This design comes from an exercise in tuning for small area, a short achievable clock period and few clock cycles on the open sky130 flow, not from production work. Function was checked by simulation only, so behaviour that the tests miss may differ from the original.

$ cat flow/run.sh
#!/bin/bash
# synth_recipe.tcl (not shown) runs the flow's synth.tcl, then flattens the netlist and writes it again
# the make line also repeats each setting of config.mk as NAME=value (left out here)
make -C /OpenROAD-flow-scripts/flow DESIGN_CONFIG=/design/flow/config.mk WORK_HOME=/design/flow/orfs CLKGATE_MAP_FILE= SYNTH_SCRIPT=/design/flow/synth_recipe.tcl finish
$ cat flow/config.mk
export PLATFORM = sky130hd
export DESIGN_NAME = decaying_counter
export DESIGN_NICKNAME = decaying_counter
export VERILOG_FILES = /design/flow/design.v
export SDC_FILE = /design/flow/constraint.sdc
export NUM_CORES = 4
export LEC_CHECK = 0
export CAP_MARGIN = 20
export CORE_MARGIN = 2
export CORE_UTILIZATION = 40
export SETUP_SLACK_MARGIN = 4
export SLEW_MARGIN = 20
$ cat flow/constraint.sdc
create_clock -name core_clock -period 10.0 [get_ports {clk}]
set_input_delay 2.0000 -clock core_clock [delete_from_list [all_inputs] [get_ports {clk}]]
set_output_delay 2.0000 -clock core_clock [all_outputs]
set_load 0.01 [all_outputs]
$ cat flow/design.v
package dcnt_pkg;
	localparam int VAL_W     = 48;
	localparam int CMD_W     = 2;
	localparam int COUNT_W   = 16;
	localparam int UNIT_W    = 2;
	localparam int CFG_IDX_W = 2;
	localparam int DIV_W     = 32;
	localparam int MAG_W     = VAL_W + 1;
	localparam logic [CMD_W-1:0] CMD_INC  = 2'd0;
	localparam logic [CMD_W-1:0] CMD_DEC  = 2'd1;
	localparam logic [CMD_W-1:0] CMD_PEEK = 2'd2;
	localparam logic [UNIT_W-1:0] UNIT_MS  = 2'd0;
	localparam logic [UNIT_W-1:0] UNIT_SEC = 2'd1;
	localparam logic [UNIT_W-1:0] UNIT_MIN = 2'd2;
	localparam logic [UNIT_W-1:0] UNIT_BAD = 2'd3;
	localparam logic [CFG_IDX_W-1:0] REG_RATE  = 2'd0;
	localparam logic [CFG_IDX_W-1:0] REG_COUNT = 2'd1;
	localparam logic [CFG_IDX_W-1:0] REG_UNIT  = 2'd2;
	localparam logic [VAL_W-1:0] VAL_MAX   = {1'b0, {(VAL_W-1){1'b1}}};
	localparam logic [VAL_W-1:0] VAL_MIN   = {1'b1, {(VAL_W-1){1'b0}}};
	localparam logic [MAG_W-1:0] DEG_LIMIT = {1'b1, {VAL_W{1'b0}}};
	typedef struct packed {
		logic [CMD_W-1:0]        cmd;
		logic signed [VAL_W-1:0] amount;
		logic [VAL_W-1:0]        now_ms;
	} req_t;
	typedef struct packed {
		logic                    status;
		logic signed [VAL_W-1:0] result_value;
	} rsp_t;
	typedef struct packed {
		logic signed [VAL_W-1:0] decay_step;
		logic [COUNT_W-1:0]      interval_count;
		logic [UNIT_W-1:0]       interval_unit;
	} cfg_t;
endpackage
module dcnt_alu #(
	parameter int W = 48
) (
	input  logic [W-1:0] a,
	input  logic [W-1:0] b,
	input  logic         ci,
	output logic [W-1:0] s
);
	localparam int L = $clog2(W);
	logic [W-1:0] g [0:L];
	logic [W-1:0] p [0:L];
	logic [W-1:0] gg, pp;
	always_comb begin
		g[0] = a & b;
		p[0] = a ^ b;
		g[0][0] = (a[0] & b[0]) | (ci & (a[0] ^ b[0]));
		for (int l = 1; l <= L; l++) begin
			g[l] = g[l-1];
			p[l] = p[l-1];
			for (int i = 0; i < W; i++) begin
				if (((i + 1) % (1 << l)) == 0) begin
					g[l][i] = g[l-1][i] | (p[l-1][i] & g[l-1][i - (1 << (l-1))]);
					p[l][i] = p[l-1][i] & p[l-1][i - (1 << (l-1))];
				end
			end
		end
		gg = g[L];
		pp = p[L];
		for (int l = L - 1; l >= 1; l--) begin
			for (int i = 0; i < W; i++) begin
				if (((i + 1) % (1 << l)) == (1 << (l-1)) && i >= (1 << l)) begin
					gg[i] = gg[i] | (pp[i] & gg[i - (1 << (l-1))]);
					pp[i] = pp[i] & pp[i - (1 << (l-1))];
				end
			end
		end
		s[0] = p[0][0] ^ ci;
		for (int i = 1; i < W; i++) begin
			s[i] = p[0][i] ^ gg[i-1];
		end
	end
endmodule
module dcnt_cmp #(
	parameter int W = 48
) (
	input  logic [W-1:0] a,
	input  logic [W-1:0] b,
	output logic         ge
);
	localparam int L = $clog2(W);
	localparam int N = 1 << L;
	logic [N-1:0] g [0:L];
	logic [N-1:0] p [0:L];
	always_comb begin
		g[0] = '0;
		p[0] = '1;
		for (int i = 0; i < W; i++) begin
			g[0][i] = a[i] & !b[i];
			p[0][i] = a[i] | !b[i];
		end
		for (int l = 1; l <= L; l++) begin
			g[l] = '0;
			p[l] = '1;
			for (int i = 0; i < (N >> l); i++) begin
				g[l][i] = g[l-1][2*i+1] | (p[l-1][2*i+1] & g[l-1][2*i]);
				p[l][i] = p[l-1][2*i+1] & p[l-1][2*i];
			end
		end
		ge = g[L][0] | p[L][0];
	end
endmodule
import dcnt_pkg::*;
module dcnt_cfg (
	input  logic                           clk,
	input  logic                           arst_n,
	input  logic                           cfg_valid,
	output logic                           cfg_ready,
	input  logic [dcnt_pkg::CFG_IDX_W-1:0] cfg_index,
	input  logic [dcnt_pkg::VAL_W-1:0]     cfg_data,
	output logic                           cfg_wr,
	output logic [47:0]                    rate,
	output logic                           ubad,     
	output logic                           pbusy,    
	output logic [31:0]                    per       
);
	logic [15:0] cnt_q;
	logic [1:0]  unit_q;
	logic [1:0]  pst_q;
	logic [15:0] c;
	logic [29:0] sa, sb, sd;
	assign cfg_ready = 1'b1;
	assign cfg_wr    = cfg_valid;
	assign ubad      = (unit_q == UNIT_BAD);
	assign pbusy     = (pst_q != 2'd0);
	always_comb begin
		c = (cnt_q == 16'd0) ? 16'd1 : cnt_q;
		case (pst_q)
			2'd1:    begin sa = {12'd0, c, 2'd0};  sb = {14'd0, c};   end
			2'd2:    begin sa = {4'd0, c, 10'd0};  sb = per[29:0];    end
			default: begin sa = {per[25:0], 4'd0}; sb = per[29:0];    end
		endcase
	end
	dcnt_alu #(.W(30)) u_sub (.a(sa), .b(~sb), .ci(1'b1), .s(sd));
	always_ff @(posedge clk or negedge arst_n) begin
		if (!arst_n) begin
			rate   <= 48'd65536;
			cnt_q  <= 16'd1;
			unit_q <= UNIT_MS;
			per    <= 32'd1;
			pst_q  <= 2'd0;
		end else begin
			case (pst_q)
				2'd1: begin
					if (unit_q == UNIT_SEC || unit_q == UNIT_MIN) begin
						per   <= {8'd0, sd[20:0], 3'd0};
						pst_q <= 2'd2;
					end else begin
						per   <= {16'd0, c};
						pst_q <= 2'd0;
					end
				end
				2'd2: begin
					per   <= {2'd0, sd};
					pst_q <= (unit_q == UNIT_MIN) ? 2'd3 : 2'd0;
				end
				2'd3: begin
					per   <= {sd, 2'd0};
					pst_q <= 2'd0;
				end
				default: begin
				end
			endcase
			if (cfg_valid) begin
				case (cfg_index)
					REG_RATE: rate <= cfg_data;
					REG_COUNT: begin
						cnt_q <= cfg_data[15:0];
						pst_q <= 2'd1;
					end
					REG_UNIT: begin
						unit_q <= cfg_data[1:0];
						pst_q  <= 2'd1;
					end
					default: begin
					end
				endcase
			end
		end
	end
endmodule
import dcnt_pkg::*;
module dcnt_core (
	input  logic        clk,
	input  logic        arst_n,
	input  logic        req_valid,
	input  logic [1:0]  req_cmd,
	input  logic [47:0] req_amount,
	input  logic [47:0] req_now_ms,
	output logic        req_stall,
	input  logic        cfg_wr,
	input  logic [47:0] rate,
	input  logic        ubad,
	input  logic        pbusy,
	input  logic [31:0] per,
	output logic        rsp_valid,
	input  logic        rsp_stall,
	output logic        rsp_status,
	output logic [47:0] rsp_result_value
);
	localparam logic [1:0] K_ZERO = 2'd0;
	localparam logic [1:0] K_RAW  = 2'd1;
	localparam logic [1:0] K_DEC  = 2'd2;
	localparam logic [49:0] MS_MAX = 50'h1_0000_0000_0000;
	localparam logic [49:0] MS_MIN = 50'h3_0000_0000_0000;
	logic        full_q;
	logic [1:0]  cmd_q;
	logic [47:0] amt_q, now_q;
	logic        exists_q, cval_q, slow_q, sload_q, bk_q, qb_q;
	logic [47:0] raw_q, born_q, bnd_q, sh_q;
	logic [49:0] ms_q;
	logic [5:0]  sc_q;
	logic [2:0]  wc_q;
	logic        r1_v_q, r1_st_q, r2_v_q, r2_st_q;
	logic [1:0]  r1_k_q;
	logic [47:0] r2_val_q;
	logic        go, r1_mv, fin, need, eqb, ms_sat;
	logic        ge0, c1, c2, dz0, dz1, dz, vz, qb, skip8, lt8;
	logic [49:0] x1, y1, x2, y2, z1, z2;
	logic [50:0] xd, yd, zd;
	logic [48:0] bx, dl;
	logic [49:0] d0;
	logic [47:0] dval;
	logic [48:0] ad;
	logic [47:0] v_dec, v_inc;
	logic [32:0] dsub;
	logic [50:0] wa, wb, wsum;
	logic [49:0] ms_w, ms_s8;
	logic [49:0] rate_x;
	logic [49:0] ca, cb, cp1, cp2;
	logic [50:0] da, db, dc;
	assign rate_x = {{2{rate[47]}}, rate};
	assign r1_mv  = r1_v_q && (!r2_v_q || !rsp_stall);
	assign go     = !r1_v_q || r1_mv;
	always_comb begin
		ca  = {2'b00, now_q};
		cb  = ~{2'b00, bnd_q};
		cp1 = ~{18'd0, per};
		cp2 = ~{17'd0, per, 1'b0};
		x1  = ca ^ cb ^ cp1;
		y1  = (ca & cb) | (ca & cp1) | (cb & cp1);
		x2  = ca ^ cb ^ cp2;
		y2  = (ca & cb) | (ca & cp2) | (cb & cp2);
	end
	assign z1  = x1 - ~{y1[48:0], 1'b1};
	assign z2  = x2 - ~{y2[48:0], 1'b1};
	assign c1  = !z1[49];
	assign c2  = !z2[49];
	assign ge0 = (now_q >= bnd_q);
	assign dz0 = ({!raw_q[47], raw_q[47], raw_q} <= {!ms_q[49], ms_q[48:0]});
	always_comb begin
		da = {{3{raw_q[47]}}, raw_q};
		db = ~{ms_q[49], ms_q};
		dc = ~{rate_x[49], rate_x};
		xd = da ^ db ^ dc;
		yd = (da & db) | (da & dc) | (db & dc);
	end
	assign zd  = xd + {yd[49:0], 1'b1};
	assign dz1 = zd[50];
	dcnt_alu #(.W(49)) u_bx (
		.a  (slow_q ? {16'd0, bnd_q[31:0], sh_q[47]} : {1'b0, bnd_q}),
		.b  ((bk_q || slow_q) ? ~{17'd0, per} : {17'd0, per}),
		.ci (bk_q || slow_q),
		.s  (bx)
	);
	dcnt_alu #(.W(49)) u_dl (.a({1'b0, now_q}), .b(~{1'b0, bnd_q}), .ci(1'b1), .s(dl));
	dcnt_alu #(.W(50)) u_d0 (.a({{2{raw_q[47]}}, raw_q}), .b(~ms_q), .ci(1'b1), .s(d0));
	assign dval = d0[49] ? 48'd0 : ((|d0[48:47]) ? VAL_MAX : d0[47:0]);
	assign ad    = {raw_q[47], raw_q} + ({amt_q[47], amt_q} ^ {49{cmd_q == CMD_DEC}})
	               + {48'd0, cmd_q == CMD_DEC};
	assign v_inc = (ad[48] != ad[47]) ? (ad[48] ? VAL_MIN : VAL_MAX) : ad[47:0];
	assign v_dec = ad[48] ? 48'd0 : (ad[47] ? VAL_MAX : ad[47:0]);
	assign vz    = (v_dec == 48'd0);
	assign dsub = bx[32:0];
	assign qb   = !bx[48];
	dcnt_cmp #(.W(32)) u_lt8 (.a({bnd_q[23:0], sh_q[47:40]}), .b(per), .ge(lt8));
	assign skip8 = (sc_q >= 6'd8) && (bnd_q[31:24] == 8'd0) && !lt8;
	always_comb begin
		if (slow_q) begin
			wa = {ms_q, 1'b0};
			wb = qb_q ? {rate_x[49], rate_x} : 51'd0;
		end else begin
			wa = {ms_q[49], ms_q};
			wb = {rate_x[49], rate_x} ^ {51{bk_q}};
		end
	end
	dcnt_alu #(.W(51)) u_ms (.a(wa), .b(wb), .ci(!slow_q && bk_q), .s(wsum));
	always_comb begin
		if (!wsum[50] && (wsum[49] || wsum[48]))
			ms_w = MS_MAX;
		else if (wsum[50] && !(wsum[49] && wsum[48]))
			ms_w = MS_MIN;
		else
			ms_w = wsum[49:0];
		if (!ms_q[49] && (|ms_q[48:40]))
			ms_s8 = MS_MAX;
		else if (ms_q[49] && !(&ms_q[48:40]))
			ms_s8 = MS_MIN;
		else
			ms_s8 = {ms_q[41:0], 8'd0};
	end
	assign ms_sat = ms_q[48] && (ms_q[47:0] == 48'd0);
	always_comb begin
		eqb     = (bnd_q == born_q);
		need    = exists_q && (cmd_q != 2'd3) && !ubad;
		dz      = (c1 && !bk_q) ? dz1 : dz0;
		fin     = full_q && go && !slow_q && !pbusy
		          && (!need || (cval_q && (ge0 ? (bk_q || !c2) : eqb)));
	end
	assign req_stall        = full_q && !fin;
	assign rsp_valid        = r2_v_q;
	assign rsp_status       = r2_st_q;
	assign rsp_result_value = r2_val_q;
	always_ff @(posedge clk or negedge arst_n) begin
		if (!arst_n) begin
			full_q <= 1'b0;
		end else if (req_valid && !req_stall) begin
			full_q <= 1'b1;
		end else if (fin) begin
			full_q <= 1'b0;
		end
	end
	always_ff @(posedge clk) begin
		if (req_valid && !req_stall) begin
			cmd_q <= req_cmd;
			amt_q <= req_amount;
			now_q <= req_now_ms;
		end
	end
	always_ff @(posedge clk or negedge arst_n) begin
		if (!arst_n) begin
			r1_v_q <= 1'b0;
			r2_v_q <= 1'b0;
		end else begin
			if (fin) begin
				r1_v_q <= 1'b1;
			end else if (r1_mv) begin
				r1_v_q <= 1'b0;
			end
			if (r1_mv) begin
				r2_v_q <= 1'b1;
			end else if (!rsp_stall) begin
				r2_v_q <= 1'b0;
			end
		end
	end
	always_ff @(posedge clk) begin
		if (r1_mv) begin
			r2_st_q  <= r1_st_q;
			r2_val_q <= (r1_k_q == K_RAW) ? raw_q : ((r1_k_q == K_DEC) ? dval : 48'd0);
		end
	end
	always_ff @(posedge clk or negedge arst_n) begin
		if (!arst_n) begin
			exists_q <= 1'b0;
			cval_q   <= 1'b0;
			slow_q   <= 1'b0;
			sload_q  <= 1'b0;
			bk_q     <= 1'b0;
			qb_q     <= 1'b0;
			raw_q    <= '0;
			born_q   <= '0;
			bnd_q    <= '0;
			sh_q     <= '0;
			ms_q     <= '0;
			sc_q     <= '0;
			wc_q     <= '0;
			r1_st_q  <= 1'b0;
			r1_k_q   <= K_ZERO;
		end else begin
			if (cfg_wr) begin
				cval_q <= 1'b0;
				slow_q <= 1'b0;
				bk_q   <= 1'b0;
			end else if (go && slow_q) begin
				if (sload_q) begin
					sload_q <= 1'b0;
					ms_q    <= '0;
					qb_q    <= 1'b0;
					if (dl[48]) begin
						cval_q <= 1'b1;
						slow_q <= 1'b0;
					end else begin
						sh_q  <= dl[47:0];
						bnd_q <= '0;
						sc_q  <= 6'd48;
					end
				end else if (sc_q == 6'd0) begin
					ms_q   <= ms_w;
					qb_q   <= 1'b0;
					bnd_q  <= dl[47:0];
					cval_q <= 1'b1;
					slow_q <= 1'b0;
				end else if (skip8 && !qb_q) begin
					bnd_q <= {16'd0, bnd_q[23:0], sh_q[47:40]};
					sh_q  <= {sh_q[39:0], 8'd0};
					ms_q  <= ms_s8;
					sc_q  <= sc_q - 6'd8;
				end else begin
					bnd_q <= qb ? {16'd0, dsub[31:0]} : {15'd0, bnd_q[31:0], sh_q[47]};
					sh_q  <= {sh_q[46:0], 1'b0};
					ms_q  <= ms_w;
					qb_q  <= qb;
					sc_q  <= sc_q - 6'd1;
				end
			end else if (fin) begin
				wc_q    <= '0;
				bk_q    <= 1'b0;
				r1_st_q <= 1'b0;
				r1_k_q  <= K_ZERO;
				if (cmd_q == 2'd3) begin
					r1_st_q <= 1'b1;
				end else if (!exists_q || (cmd_q == CMD_INC && (ubad || dz))) begin
					if (cmd_q == CMD_INC) begin
						exists_q <= 1'b1;
						raw_q    <= amt_q;
						born_q   <= now_q;
						bnd_q    <= now_q;
						ms_q     <= '0;
						cval_q   <= 1'b1;
						r1_k_q   <= K_RAW;
					end else begin
						r1_st_q <= 1'b1;
					end
				end else begin
					if (!ubad && c1 && !bk_q) begin
						bnd_q <= bx[47:0];
						ms_q  <= ms_w;
					end
					case (cmd_q)
						CMD_INC: begin
							raw_q  <= v_inc;
							r1_k_q <= K_DEC;
						end
						CMD_DEC: begin
							raw_q <= v_dec;
							if (vz) begin
								exists_q <= 1'b0;
							end else begin
								r1_k_q <= ubad ? K_ZERO : K_DEC;
							end
						end
						default: begin
							if (ubad || dz) begin
								exists_q <= 1'b0;
							end else begin
								r1_k_q <= K_DEC;
							end
						end
					endcase
				end
			end else if (go && full_q && need && !pbusy) begin
				if (!cval_q || (wc_q == 3'd7) || (!ge0 && ms_sat)) begin
					slow_q  <= 1'b1;
					sload_q <= 1'b1;
					bnd_q   <= born_q;
					bk_q    <= 1'b0;
				end else if (ge0) begin
					bk_q <= 1'b0;
					if (!bk_q) begin
						bnd_q <= bx[47:0];
						ms_q  <= ms_w;
						wc_q  <= wc_q + 3'd1;
					end
				end else if (!bk_q) begin
					bk_q <= 1'b1;
				end else begin
					bnd_q <= bx[47:0];
					ms_q  <= ms_w;
					wc_q  <= wc_q + 3'd1;
				end
			end
		end
	end
endmodule
import dcnt_pkg::*;
module decaying_counter #(
	parameter int TIME_WIDTH = 48,
	parameter int FRAC_BITS  = 16
) (
	input  logic                           clk,
	input  logic                           arst_n,
	input  logic                           cfg_valid,
	output logic                           cfg_ready,
	input  logic [dcnt_pkg::CFG_IDX_W-1:0] cfg_index,
	input  logic [dcnt_pkg::VAL_W-1:0]     cfg_data,
	input  logic                           req_valid,
	output logic                           req_stall,
	input  logic [dcnt_pkg::CMD_W-1:0]     req_cmd,
	input  logic [dcnt_pkg::VAL_W-1:0]     req_amount,
	input  logic [dcnt_pkg::VAL_W-1:0]     req_now_ms,
	output logic                           rsp_valid,
	input  logic                           rsp_stall,
	output logic                           rsp_status,
	output logic [dcnt_pkg::VAL_W-1:0]     rsp_result_value
);
	logic        cfg_wr, ubad, pbusy;
	logic [47:0] rate;
	logic [31:0] per;
	dcnt_cfg u_cfg (
		.clk       (clk),
		.arst_n    (arst_n),
		.cfg_valid (cfg_valid),
		.cfg_ready (cfg_ready),
		.cfg_index (cfg_index),
		.cfg_data  (cfg_data),
		.cfg_wr    (cfg_wr),
		.rate      (rate),
		.ubad      (ubad),
		.pbusy     (pbusy),
		.per       (per)
	);
	dcnt_core u_core (
		.clk              (clk),
		.arst_n           (arst_n),
		.req_valid        (req_valid),
		.req_cmd          (req_cmd),
		.req_amount       (req_amount),
		.req_now_ms       (req_now_ms),
		.req_stall        (req_stall),
		.cfg_wr           (cfg_wr),
		.rate             (rate),
		.ubad             (ubad),
		.pbusy            (pbusy),
		.per              (per),
		.rsp_valid        (rsp_valid),
		.rsp_stall        (rsp_stall),
		.rsp_status       (rsp_status),
		.rsp_result_value (rsp_result_value)
	);
endmodule
==> results.toml, run 1 <==
[run_status]
status = "complete, no violations"

[placed_design]
port_buffers = 203
gp_congestion = 0.950
place.detailed.hpwl_mm = 120

[timing]
hold_viol = 0
slew_violations = 0
transition_time_at_the_pin_with_the_least_slew_margin_ns = 1.27
finalSetupViolations = 0
rsz0062_at_grt = "yes"
worst_slew_margin_rel_pct = 15.4
fin_crit_sh_pct = 59.4
tns_ns = 0
min_tclk_post_route_ns = 5.94
clock-skew-final_ns = 0.0336
maxClockFrequency_mhz = 168

[cts]
number_of_buffers_created_by_cts = 68
clock_insertion_delay_worst_skew_ns = 0.66
cts_sinks = 510
cts-root-to-sink-buffers = 3
clock_transition_at_the_registers_of_the_reported_paths_ns = 0.06
tritoncts_clock_tree = "yes"
htree_num_levels = 3
clk_root_buffer_cell = "clkbuf_16"
cts-hold-fix-buffers = 0

[critical_path]
worstPathRequired_ns = 8.00
critical_setup_path_kind = "input port to output pin"
crit_path_start_kind = "input port"
worstPathMaxFanout = 6
worstSetupEndpointType = "output pin"
crit_arrival_ns = 3.94

[yosys]
number_of_flops_mapped_to_enable_cells_by_yosys = 147
postSynthCellCount = 5048
ys_async_sr_fraction_pct = 71.2
synth-seq-cells = 510
syn_area_sq_um = 47000
post_synthesis_sequential_area_ratio_pct = 28.7
synth_area_per_inst_sq_um = 9.31
synth_fp_nets = 5856
yosys_most_used_dff = "dfrtp_1"
yosys_warnings = 17
post_synth_num_cell_types = 111

[grt]
grt_pass1_vias = 39375
grt_pass1_wl_mm = 243
grt_max_degree = 77
global_route.usage.total_pct = 26.0
grt_antenna_before_repair = 2
global_route.overflow_total = 0

[detailed_routing]
total_vias_in_the_final_route = 39776
post-route-drc-count = 0
pre_antenna_drt_iters = 6
routedWlPerCell_microns = 23.7
detail_route.vias_per_cell = 5.89
final_antenna_net_count = 0
drt_iter0_drc = 3447
route.final.wire_length_mm = 160

[min_path]
hold_class = "flop to flop"

[cells_and_area]
insertedDiodeCount = 0
multiInputGateArea_sq_um = 31300
postLayoutCoreUtil_pct = 46.2
total_area_of_sequential_cells_sq_um = 13500
finish.net_count = 5989
final_layout_size_suffix_gt1_share_pct = 11.5
filler_cell_count = 11145
layout-area-overhead-vs-synth_pct = 14.4

[die]
fp-row-count = 125
floorplan.die.width_microns = 347
number_of_ports_placed_on_the_die_boundary = 205
placeableCoreArea_sq_um = 116000
initial_core_util_pct = 40.4
floorplan.die_area_sq_um = 120000
die_h_microns = 347

[job]
maxCapViolCount = 0
per-layer routing:
layer  share of wire (%)  vias up  GRT usage [%]  routed length [microns]
met5              0.0075        -              0                       12
met4                 3.8        2           9.02                     6070
met3                 6.9      307           4.07                    11000
met2                  47     1560           42.6                    75000
met1                  42    19519           34.9                    67900
li1                    -    18388              -                        -
stage by stage:
stage / hold slack (ns) / cell area [sq um] / setup slack [ns] / std cells
2_1_floorplan: 0.421 / 47000 / 4.02 / 5048
3_3_place_gp: 0.430 / 50400 / 2.74 / 6565
3_5_place_dp: 0.440 / 50400 / 2.63 / 6565
4_1_cts: 0.448 / 53400 / 4.04 / 6728
5_1_grt: 0.468 / 53800 / 3.87 / 6758
6_report: 0.453 / 53800 / 4.06 / 6758
sequential cells by signal, indices dropped and copies added (netlist names), 2 cells and up:
register and cells:
u_core.ms_q 50, u_cfg.rate 48, u_core.amt_q 48, u_core.bnd_q 48, u_core.born_q 48, u_core.now_q 48
u_core.r2_val_q 48, u_core.raw_q 48, u_core.sh_q 48, u_cfg.per 32, u_cfg.cnt_q 16, u_core.sc_q 6
u_core.wc_q 3, u_cfg.pst_q 2, u_cfg.unit_q 2, u_core.cmd_q 2, u_core.r1_k_q 2
placed cells by master, fill, tap and decap left out, types with 39 or more instances in the layout:
cell type,n
buf_4,105
fa_1,227
nand4_1,63
a22o_1,60
o21ai_0,256
mux2_2,151
a221oi_1,52
edfxtp_1,147
a211oi_1,75
nand2_1,495
xor2_1,99
mux2i_1,91
nor2_1,222
o21ai_1,69
nand3_1,66
xnor2_1,233
clkdlybuf4s50_1,200
dfrtp_1,324
clkbuf_16,70
a21oi_1,329
nor4_1,39
nor3_1,46
ha_1,424
a22oi_1,63
a21o_1,174
inv_1,387
nand2b_1,60
final timing paths:
kind / slack (ns) / depth (start not counted) / end / from
max: 4.06 / 12 / req_stall / rsp_stall
min: 0.45 / 0 / u_core.r2_st_q / u_core.r1_st_q
max reg2reg: 4.25 / 18 / u_core.ms_q[13] / u_core.bnd_q[10]
min reg2reg: 0.45 / 0 / u_core.r2_st_q / u_core.r1_st_q
max in group asynchronous: 6.44 / 3 / u_cfg.per[25] / arst_n
min in group asynchronous: 1.33 / 1 / u_core.ms_q[41] / arst_n
layout make-up:
class / instances / share of cell area (%)
inverter: 430 / 3.11
sequential: 510 / 25.2
multi-input combinational: 3849 / 58.1
tap: 1524 / 3.55
clock inverter: 28 / 0.777
timing repair buffer: 322 / 5.62
clock buffer: 95 / 3.62
timing repair:
| action | in CTS | in global routing |
|---|---|---|
| buffers inserted | 40 | 26 |
| pin swaps | 15 | 11 |
| setup endpoints to repair | 187 | 161 |
| gates cloned | 0 | 3 |
| gates resized for setup | 122 | 42 |
cells in the mapped netlist, types with 91 or more instances:
cell type | count | area, sq um
nand2_1 | 498 | 1870
inv_1 | 426 | 1600
clkbuf_1 | 168 | 631
nor2_1 | 227 | 852
edfxtp_1 | 147 | 4410
xnor2_1 | 235 | 2060
xor2_1 | 99 | 867
ha_1 | 428 | 5360
a21oi_1 | 336 | 1680
dfrtp_1 | 360 | 9010
fa_1 | 227 | 4540
mux2_2 | 151 | 1700
mux2i_1 | 91 | 911
a21o_1 | 174 | 1310
o21ai_0 | 262 | 1310
logic make-up (layout without fill, tap and decap cells):
family	count (synthesis)	in the layout	synth area share (%)
adders and majority gates	665	665	21.3
buffers and inverters	692	875	5.83
xor gates and xnor gates	334	334	6.22
other	1	1	0.00798
and+or+nand+nor	1159	1161	11.6
AOI/OAI and AO/OA	1445	1446	20.8
muxes	242	242	5.56
DFF	510	510	28.7
worst max-delay path, stage by stage:
cell and delay (ns):
dlygate4sd2_1 0.30, nand3_4 0.14, nand3_2 0.12, nor2_2 0.14, nand2_1 0.12, a31oi_1 0.19
nand4b_1 0.19, o21ai_4 0.20, inv_2 0.12, nand2_2 0.10, inv_1 0.05, dlygate4sd2_1 0.27
Testbench counts, summed over its fixed seeds: cycles 7,609.
==> run 2, diff against run 1 <==
--- a/flow/config.mk
+++ b/flow/config.mk
@@ -9,4 +9,4 @@
 export CORE_MARGIN = 2
 export CORE_UTILIZATION = 40
-export SETUP_SLACK_MARGIN = 4
+export SETUP_SLACK_MARGIN = 4.3
 export SLEW_MARGIN = 20
==> run 2 against run 1 <==
Compared with the run above: routed wire length increased by 0.21%; sequential share of layout area decreased by 0.16 points; largest cell class unchanged; still clean on timing, DRC and antenna; first-iteration DRC count decreased by 2.2%.
==> results.toml, run 2 <==
[cts]
cts_sinks = 510
clock_transition_at_the_registers_of_the_reported_paths_ns = 0.07
clk_root_buffer_cell = "clkbuf_16"
cts-root-to-sink-buffers = 3
number_of_buffers_created_by_cts = 70
tritoncts_clock_tree = "yes"
htree_num_levels = 3
clock_insertion_delay_worst_skew_ns = 0.66
cts-hold-fix-buffers = 0

[grt]
grt_pass1_wl_mm = 243
most_used_routing_layer = "met2"
global_route.overflow_total = 0
grtUsageMet3_pct = 4.16
global_route.usage.total_pct = 26.1
grt_pass1_vias = 39414
grt_max_degree = 124
grt_antenna_before_repair = 2
groute.layer.met2.usage_pct = 42.2
gr_layer_usage_met1_pct = 34.7

[critical_path]
crit_chain = "inv_4, fa_1, ha_1, a21o_1, a21o_1, a21oi_2, o21ai_4, a32oi_2, nand4b_1, o21ai_4, buf_6, clkinvlp_4, nand2_2, inv_1, buf_2"
crit_arrival_ns = 3.87
worstSetupEndpointType = "output pin"
worstPathMaxFanout = 8
timing.critical_path.slowest_stage_cell = "dfrtp_2"
worstPathRequired_ns = 8.00
crit_path_start_kind = "flop"
critical_setup_path_kind = "flop to output pin"
critical_path.n_buffers_inverters = 5
critPathTopFamily = "compound AO/OA/AOI/OAI gates"
cp_slowest_stage_delay_ns = 0.49

[detailed_routing]
route.final.wire_length_mm = 160
drt_iter0_drc = 3371
final_antenna_net_count = 0
post-route-drc-count = 0
total_vias_in_the_final_route = 39981
pre_antenna_drt_iters = 6
routedWlPerCell_microns = 23.7
detail_route.vias_per_cell = 5.90

[placed_design]
port_buffers = 203
gp_congestion = 0.951
dpl.cell_count = 6564
pre_cts_slack_ns = 2.60
place.detailed.hpwl_mm = 120

[yosys]
ys_async_sr_fraction_pct = 71.2
yosys_warnings = 17
synth-seq-cells = 510
yosys_most_used_dff = "dfrtp_1"
post-synth-top-area-fraction_pct = 19.2
postSynthCellCount = 5048
synthTopCellsByArea = "dfrtp_1, ha_1, fa_1, edfxtp_1, xnor2_1"
synth_area_per_inst_sq_um = 9.31
post_synth_num_cell_types = 111
synth_fp_nets = 5856
post_synthesis_sequential_area_ratio_pct = 28.7
synth_top_area_cell = "dfrtp_1"
post-synth-top-count-cell = "nand2_1"
ys_top_cells_by_count = "nand2_1, ha_1, inv_1"
number_of_flops_mapped_to_enable_cells_by_yosys = 147
syn_area_sq_um = 47000

[die]
floorplan.die_area_sq_um = 120000
fp-row-count = 125
floorplan.die.width_microns = 347
die_h_microns = 347
placeableCoreArea_sq_um = 116000
number_of_ports_placed_on_the_die_boundary = 205
initial_core_util_pct = 40.4

[cells_and_area]
final_layout_size_suffix_gt1_share_pct = 11.9
largest_register_ff_count = 50
layout-area-overhead-vs-synth_pct = 15.2
layout.cells.most_common = "nand2_1"
filler_cell_count = 11216
insertedDiodeCount = 0
max_flop_register = "u_core.ms_q"
finalNonFillerCells = 6773
layout.cells.most_common_list = "nand2_1, ha_1, inv_1, a21oi_1, dfrtp_1"
finish.net_count = 6000

[timing]
hold_slack_ns = 0.486
clock-skew-final_ns = 0.0357
final_worst_setup_slack_ns = 4.13
maxClockFrequency_mhz = 170
slew_violations = 0
min_tclk_post_route_ns = 5.87
worst_slew_margin_rel_pct = 24.4
hold_viol = 0
finalSetupViolations = 0
transition_time_at_the_pin_with_the_least_slew_margin_ns = 1.13
tns_ns = 0
rsz0062_at_grt = "yes"
fin_crit_sh_pct = 58.7

[run_status]
status = "complete, no violations"

[min_path]
hold_class = "flop to flop"

[job]
maxCapViolCount = 0
## run 2: changes by cell type in the layout (fill, tap and decap cells not counted), sizes merged, moves of 2 or more
| cell | previous run | this run |
|---|---|---|
| buf | 120 | 129 |
| clkinv | 13 | 19 |
| and2 | 25 | 27 |
| bufinv | 9 | 11 |
| clkbuf | 95 | 93 |
| clkinvlp | 11 | 13 |
| dlygate4sd2 | 2 | 0 |
| inv | 425 | 423 |
## run 2: layer usage
metal,vias to the layer above,wire length (microns)
met4,0,7140
met1,19662,67900
met2,1565,74300
met3,321,11000
li1,18433,-
met5,-,0
## run 2: cell type report
cell class / count / area (sq um) / area share, %
clock buffers: 93 / 2020 / 3.74
well taps: 1524 / 1910 / 3.52
flip-flops and latches: 510 / 13600 / 25.0
multi-input cells: 3850 / 31300 / 57.8
repair buffers: 330 / 3170 / 5.86
inverters: 430 / 1690 / 3.11
clock inverters: 36 / 508 / 0.938
## run 2: repair_timing
action                                  4_1_cts  5_1_grt
endpoints found under the setup margin      255      234
gates resized for setup                     147       36
buffers inserted                             58       17
gates cloned                                  0        4
pin swaps                                    19       13
## run 2: per-stage QoR
step / instance area (sq um) / util [%]
floorplan: 47000 / -
global placement: 50400 / 43.3
detailed placement: 50400 / 43.3
CTS: 53700 / 46.2
global route: 54100 / 46.5
finish: 54100 / 46.5
## run 2: cells by family (layout without fill, tap and decap cells)
group | after synthesis | in the layout | synth area share [%]
AND/OR/NAND/NOR | 1159 | 1163 | 11.6
other | 1 | 1 | 0.00798
AO/OA/AOI/OAI | 1445 | 1445 | 20.8
adder cells (fa/ha/maj) | 665 | 665 | 21.3
flip-flops | 510 | 510 | 28.7
buffers and inverters | 692 | 889 | 5.83
XOR/XNOR | 334 | 334 | 6.22
multiplexers | 242 | 242 | 5.56
## run 2: worst reg2reg max path, stage by stage, from the launching register on
cell and delay (ns):
dfrtp_2 0.48, clkinvlp_4 0.17, buf_4 0.17, ha_1 0.33, a21o_1 0.20, a21o_1 0.18, a21o_1 0.20, o21bai_1 0.29
a21oi_2 0.38, inv_1 0.22, a21o_1 0.22, a21o_1 0.21, a21o_1 0.18, a21o_1 0.21, a21o_1 0.19, a21o_1 0.19
fa_1 0.43, xnor2_1 0.38, nor2_1 0.07, a21oi_1 0.16, o22ai_1 0.09, a221oi_1 0.24, o221ai_1 0.16
## run 2: path summary, 6_finish.rpt
path / endpoint / slack, ns / from / cells past startpoint
setup / recovery: req_stall / 4.13 / u_core.bnd_q[22] / 15
hold / removal: u_core.wc_q[1] / 0.49 / u_core.wc_q[1] / 2
setup reg to reg: u_core.bnd_q[31] / 4.48 / u_core.bnd_q[5] / 22
hold reg to reg: u_core.wc_q[1] / 0.49 / u_core.wc_q[1] / 2
max in group asynchronous: u_cfg.per[18] / 7.20 / arst_n / 2
min in group asynchronous: u_core.raw_q[45] / 1.37 / arst_n / 1
==> run 3, diff against run 2 <==
--- a/flow/config.mk
+++ b/flow/config.mk
@@ -9,4 +9,6 @@
 export CORE_MARGIN = 2
 export CORE_UTILIZATION = 40
-export SETUP_SLACK_MARGIN = 4.3
+export CTS_CLUSTER_DIAMETER = 100
+export CTS_CLUSTER_SIZE = 30
+export SETUP_SLACK_MARGIN = 4
 export SLEW_MARGIN = 20
==> run 3 against run 2 <==
Compared with the run above: largest cell class unchanged; sequential share of layout area increased by 0.67 points; non-clock buffer count decreased by 4; routed wire length decreased by 0.56%; critical endpoint unchanged; critical path depth decreased by 3; count of clock-buffer cells in the layout decreased by 53; die area unchanged; first-iteration DRC count increased by 0.21%.
==> results.toml, run 3 <==
[run_status]
status = "complete, no violations"

[placed_design]
place.detailed.hpwl_mm = 120
port_buffers = 203
gp_congestion = 0.950

[timing]
tns_ns = 0
slew_violations = 0
rsz0062_at_grt = "no"
fin_crit_sh_pct = 59.2
worst_slew_margin_rel_pct = 31.6
maxClockFrequency_mhz = 169
hold_viol = 0
finalSetupViolations = 0
clock-skew-final_ns = 0.0538
min_tclk_post_route_ns = 5.92
transition_time_at_the_pin_with_the_least_slew_margin_ns = 1.03

[die]
placeableCoreArea_sq_um = 116000
initial_core_util_pct = 40.4
floorplan.die.width_microns = 347
die_h_microns = 347
number_of_ports_placed_on_the_die_boundary = 205
fp-row-count = 125
floorplan.die_area_sq_um = 120000

[critical_path]
cp-startpoint = "rsp_stall"
timing.critical_path.slowest_stage_cell = "dlygate4sd2_1"
r2r-start = "u_core.cmd_q[1]"
cpMostUsedCell = "dlygate4sd2_1"
worstPathRequired_ns = 8.00
cp_slowest_stage_delay_ns = 0.30
crit_chain = "dlygate4sd2_1, nand3_4, nand3_2, nor2_2, nand2_1, a31oi_1, nand4b_1, o21ai_4, inv_4, nand2_2, inv_1, dlygate4sd2_1"
worstSetupEndpointType = "output pin"
critical_setup_path_kind = "input port to output pin"
crit_arrival_ns = 3.92
worstPathMaxFanout = 6
crit_path_start_kind = "input port"

[cells_and_area]
final_layout_size_suffix_gt1_share_pct = 10.9
filler_cell_count = 11240
multiInputGateArea_sq_um = 31300
finish.net_count = 5961
max_flop_register = "u_core.ms_q"
layout.cells.most_common_list = "nand2_1, ha_1, inv_1, a21oi_1, dfrtp_1"
largest_register_ff_count = 50
layout-area-overhead-vs-synth_pct = 12.2
total_area_of_sequential_cells_sq_um = 13600
insertedDiodeCount = 0
layout.cells.most_common = "nand2_1"
postLayoutCoreUtil_pct = 45.3

[min_path]
min-delay-start = "u_core.r1_st_q"
hold_class = "flop to flop"

[yosys]
yosys_most_used_dff = "dfrtp_1"
synth_area_per_inst_sq_um = 9.31
syn_area_sq_um = 47000
post-synth-top-count-cell = "nand2_1"
synth_top_area_cell = "dfrtp_1"
synth_fp_nets = 5856
number_of_flops_mapped_to_enable_cells_by_yosys = 147
ys_top_cells_by_count = "nand2_1, ha_1, inv_1"
ys_async_sr_fraction_pct = 71.2
synth-seq-cells = 510
yosys_warnings = 17
postSynthCellCount = 5048
post_synthesis_sequential_area_ratio_pct = 28.7
post_synth_num_cell_types = 111
post-synth-top-area-fraction_pct = 19.2
synthTopCellsByArea = "dfrtp_1, ha_1, fa_1, edfxtp_1, xnor2_1"

[cts]
number_of_buffers_created_by_cts = 35
clock_transition_at_the_registers_of_the_reported_paths_ns = 0.10
cts_sinks = 510
tritoncts_clock_tree = "yes"
cts-root-to-sink-buffers = 3
clock_insertion_delay_worst_skew_ns = 0.67
clk_root_buffer_cell = "clkbuf_16"
cts-hold-fix-buffers = 0
htree_num_levels = 2

[detailed_routing]
route.final.wire_length_mm = 159
pre_antenna_drt_iters = 6
routedWlPerCell_microns = 23.8
total_vias_in_the_final_route = 39653
post-route-drc-count = 0
drt_iter0_drc = 3378
detail_route.vias_per_cell = 5.92
final_antenna_net_count = 0

[grt]
grtUsageMet3_pct = 3.42
groute.layer.met2.usage_pct = 42.3
global_route.usage.total_pct = 25.9
most_used_routing_layer = "met2"
gr_layer_usage_met1_pct = 34.9
grt_pass1_wl_mm = 242
grt_pass1_vias = 39058
grt_antenna_before_repair = 4
global_route.overflow_total = 0
grt_max_degree = 77

[job]
maxCapViolCount = 0
[run 3: metal layers]
metal	share of wire (%)	vias to the layer above	wire length (microns)
li1	-	18311	-
met1	42	19470	67200
met2	47	1587	75100
met3	7.0	281	11100
met4	3.8	4	6010
met5	0.016	-	25
[run 3: repair_timing]
item,CTS,global route
buffers inserted,52,17
pin swaps,14,14
endpoints found under the hold margin,0,0
gates resized for setup,133,32
cloned,0,4
setup endpoints to repair,187,162
[run 3: cell families (layout without fill, tap and decap cells)]
logic type | count (synthesis) | after routing | synth area share, %
DFF | 510 | 510 | 28.7
and+or+nand+nor | 1159 | 1162 | 11.6
adders and majority gates | 665 | 665 | 21.3
xor gates and xnor gates | 334 | 334 | 6.22
buffers and inverters | 692 | 819 | 5.83
AOI/OAI and AO/OA | 1445 | 1446 | 20.8
muxes | 242 | 242 | 5.56
other | 1 | 1 | 0.00798
[run 3: path summary, 6_finish.rpt]
| check | endpoint | slack [ns] | cells past startpoint |
|---|---|---|---|
| max reg2reg | u_core.raw_q[2] | 4.22 | 18 |
| max in group asynchronous | u_cfg.per[25] | 6.43 | 3 |
| max | req_stall | 4.08 | 12 |
| min | u_core.r2_st_q | 0.47 | 0 |
| min reg2reg | u_core.r2_st_q | 0.47 | 0 |
| min in group asynchronous | u_core.ms_q[41] | 1.33 | 1 |
[run 3: area by class of cell]
| cell class | count | area share [%] |
|---|---|---|
| flip-flops and latches | 510 | 25.7 |
| multi-input cells | 3850 | 59.3 |
| clock inverters | 23 | 0.524 |
| repair buffers | 326 | 5.82 |
| clock buffers | 40 | 1.82 |
| well taps | 1524 | 3.62 |
| inverters | 430 | 3.20 |
[run 3: per-stage QoR]
step | worst slack (ns) | hold slack (ns) | instance area (sq um) | instances
2_1_floorplan | 4.02 | 0.421 | 47000 | 5048
3_3_place_gp | 2.74 | 0.430 | 50400 | 6565
3_5_place_dp | 2.63 | 0.440 | 50400 | 6565
4_1_cts | 3.97 | 0.459 | 52400 | 6680
5_1_grt | 4.00 | 0.481 | 52700 | 6703
6_report | 4.08 | 0.468 | 52700 | 6703
[run 3: critical path: cells and delay by family]
family / cells / cell delay (ns)
AO/OA/AOI/OAI: 2 / 0.41
buffers and inverters: 4 / 0.71
AND/OR/NAND/NOR: 6 / 0.79

[re-timing with driven ports]
Ports are ideal in the flow. The routed layouts listed here were re-timed in OpenROAD. Step 1 (the two cells are an assumption about what drives the block):
set clk [get_ports {clk}]
set_driving_cell -lib_cell sky130_fd_sc_hd__clkbuf_16 $clk
set_driving_cell -lib_cell sky130_fd_sc_hd__buf_2 [delete_from_list [all_inputs] $clk]
Step 2, shift: input delay + t, output delay - t, t = (earliest + latest rising clock arrival at the registers) / 2. This alone moves slack from input paths to output paths. a / b / c = ideal ports / drivers / drivers and shift; a / b = the first two.
| run | t (ns) | slack for setup (ns) | worst slew at a driven data input, ns | pins driven straight from the clock port |
|---|---|---|---|---|
| run 1 | 0.715 | 4.062 / 4.012 / 3.661 | 0.13 | 1 |
| run 2 | 0.712 | 4.129 / 4.055 / 3.909 | 0.14 | 1 |
| run 3 | 0.716 | 4.077 / 4.001 / 3.649 | 0.13 | 1 |
After both steps setup and hold are still met in every run listed. For run 3, which loses most, drivers alone change the setup slack by -0.076 ns; drivers and shift together by -0.428 ns.
